This is an optimization exercise on Yosys and OpenROAD, whose aim is small area, not a production implementation.
At most, simulation tests tie the RTL to the original design; equivalence was not proved.

run Y:
## pooling_unit
module pooling_unit #(
  parameter  int IL       = 4,
  parameter  int FL       = 16,
  parameter  int CHANNELS = 4,
  parameter  int MAX_LEN  = 16,
  localparam int LEN_W    = $clog2(MAX_LEN + 1),
  localparam int DW       = IL + FL
) (
  input  logic                   clk,
  input  logic                   rst,
  input  logic                   start,
  input  logic                   mode,
  input  logic [LEN_W-1:0]       len_cfg,
  input  logic [CHANNELS*DW-1:0] in_data,
  input  logic                   in_valid,
  output logic                   in_ready,
  output logic [CHANNELS*DW-1:0] out_data,
  output logic                   out_valid,
  input  logic                   out_ready,
  output logic                   busy
);
Size in the first run: ~140 flip-flops, roughly 9300 µm² of cells after synthesis.
==> module pool_divider, before the edit <==
module pool_divider (
  input  logic       clk,
  input  logic [4:0] len,       
  input  logic [4:0] j,         
  input  logic       lane4,     
  input  logic       tap_a,     
  input  logic       tap_b,     
  output logic [2:0] a,         
  output logic       q          
);
  logic [3:0] o;
  logic [3:0] r_q, r_in, r_d;
  logic [4:0] w_q, w_in, w_d;
  logic       lt_q, lt_in, lt_d;
  logic [4:0] s_q, s_in, s_d;    
  logic [5:0] x, y;
  logic [4:0] t;
  logic [5:0] w2;
  logic       kbit;
  logic       lane0;
  always_comb begin
    if (len[0])      begin a = 3'd0; o = len[3:0];        end
    else if (len[1]) begin a = 3'd1; o = {1'b0, len[3:1]}; end
    else if (len[2]) begin a = 3'd2; o = {2'b0, len[3:2]}; end
    else if (len[3]) begin a = 3'd3; o = 4'd1;             end
    else             begin a = 3'd4; o = 4'd1;             end
  end
  assign lane0 = (j == 5'd0);
  always_comb begin
    r_in  = lane0 ? 4'd0 : r_q;
    w_in  = lane0 ? 5'd1 : w_q;
    lt_in = lane0 ? 1'b0 : lt_q;
    t     = {1'b0, r_in} + (tap_a ? w_in : 5'd0);
    r_d   = (t >= len) ? 4'(t - len) : t[3:0];
    w2    = {w_in, 1'b0};
    w_d   = (w2 >= {1'b0, len}) ? 5'(w2 - {1'b0, len}) : w2[4:0];
    case (j)
      5'd19:   kbit = len[0];
      5'd20:   kbit = len[1];
      5'd21:   kbit = len[2];
      5'd22:   kbit = len[3];
      5'd23:   kbit = len[4];
      default: kbit = 1'b0;
    endcase
    lt_d  = (!tap_a && kbit) || (!(tap_a ^ kbit) && lt_in);
  end
  always_comb begin
    s_in = lane0 ? (((lt_q && r_q != 4'd0) ? len : 5'd0) - {1'b0, r_q}) : s_q;
    x    = {s_in[4], s_in} + {5'b0, tap_b};
    q    = x[0] & !lane4;
    y    = x - (x[0] ? {2'b0, o} : 6'd0);
    s_d  = y[5:1];
  end
  always_ff @(posedge clk) begin
    r_q  <= r_d;
    w_q  <= w_d;
    lt_q <= lt_d;
    s_q  <= s_d;
  end
endmodule
Settings: LEC_CHECK=0, CAP_MARGIN=20, CORE_MARGIN=2, CORE_UTILIZATION=40, SLEW_MARGIN=20, SYNTH_HIERARCHICAL=1, SYNTH_MINIMUM_KEEP_SIZE=0; clock period 6.0 ns.
run.sh (not shown) runs the stock make flow with config.mk's settings and CLKGATE_MAP_FILE= SYNTH_SCRIPT=/design/flow/synth_recipe.tcl, a recipe that flattens the netlist after the stock synthesis.
Input-level comparison between run G and run Y:
--- a/flow/design.v
+++ b/flow/design.v
@@ -18,14 +18,14 @@
   output logic       q          
 );
   logic [3:0] o;
   logic [3:0] r_q, r_in, r_d;
   logic [4:0] w_q, w_in, w_d;
   logic       lt_q, lt_in, lt_d;
-  logic [4:0] s_q, s_in, s_d;    
-  logic [5:0] x, y;
+  logic signed [4:0] s_q, s_in, s_d;
+  logic signed [5:0] x;
   logic [4:0] t;
   logic [5:0] w2;
   logic       kbit;
   logic       lane0;
   always_comb begin
     if (len[0])      begin a = 3'd0; o = len[3:0];        end
@@ -51,17 +51,17 @@
       5'd23:   kbit = len[4];
       default: kbit = 1'b0;
     endcase
     lt_d  = (!tap_a && kbit) || (!(tap_a ^ kbit) && lt_in);
   end
   always_comb begin
-    s_in = lane0 ? (((lt_q && r_q != 4'd0) ? len : 5'd0) - {1'b0, r_q}) : s_q;
-    x    = {s_in[4], s_in} + {5'b0, tap_b};
+    s_in = lane0 ? (((lt_q && r_q != 4'd0) ? $signed({1'b0, len}) : 5'sd0) - $signed({1'b0, r_q}))
+                 : s_q;
+    x    = $signed({5'b0, tap_b}) + 6'(s_in);
     q    = x[0] & !lane4;
-    y    = x - (x[0] ? {2'b0, o} : 6'd0);
-    s_d  = y[5:1];
+    s_d  = 5'((x - (x[0] ? $signed({2'b0, o}) : 6'sd0)) >>> 1);
   end
   always_ff @(posedge clk) begin
     r_q  <= r_d;
     w_q  <= w_d;
     lt_q <= lt_d;
     s_q  <= s_d;
- Taking run Y as the reference, in run G routability congestion estimate from global placement grew by 0.026, routed wire length shrank by 0.54%, count of clock-buffer cells in the layout grew by 3, utilization shrank by 0.18 points, fraction of standard cell area in multi-input logic grew by 0.17 points.
- Run G reports its critical path capture point as p_q[2][12] while run Y reports p_q[3][3].
- Lower final area among run Y and run G: run G
- Between run Y and run G, the initial standard-cell utilization of the core figures differ only marginally.
- Between run Y and run G, the met3 wire length is lower for run G.
- The total via count in the routed design of run Y and that of run G are within noise of each other.
- The run showing the greater met3 usage in global routing is run G.
The RTL of run G was laid out without a check of its function.

[afterwards: timing with drivers on the ports]
How much do the figures lean on ideal ports? The routed layouts below were timed once more, with nothing changed but the port constraints. Step 1 (the two cells are an assumption about what drives the block):
set clk [get_ports {clk}]
set_driving_cell -lib_cell sky130_fd_sc_hd__clkbuf_16 $clk
set_driving_cell -lib_cell sky130_fd_sc_hd__buf_2 [delete_from_list [all_inputs] $clk]
Step 2 also shifts input and output timing later by t, the mid clock arrival at the registers, as if the neighbouring blocks saw the same clock. a / b / c = no drivers / after step 1 / after step 2; a / b = the first two.
run	shift t [ns]	setup WS [ns]	worst data-port slew with drivers (ns)
run Y	0.462	0.090 / 0.097 / -0.365	0.07
run G	0.467	0.142 / 0.139 / -0.327	0.06
Met with ideal ports but missed after step 2: setup timing in run Y and run G. The setup slack of run G, which loses most, moves by -0.003 ns with the drivers and by -0.469 ns with both steps.
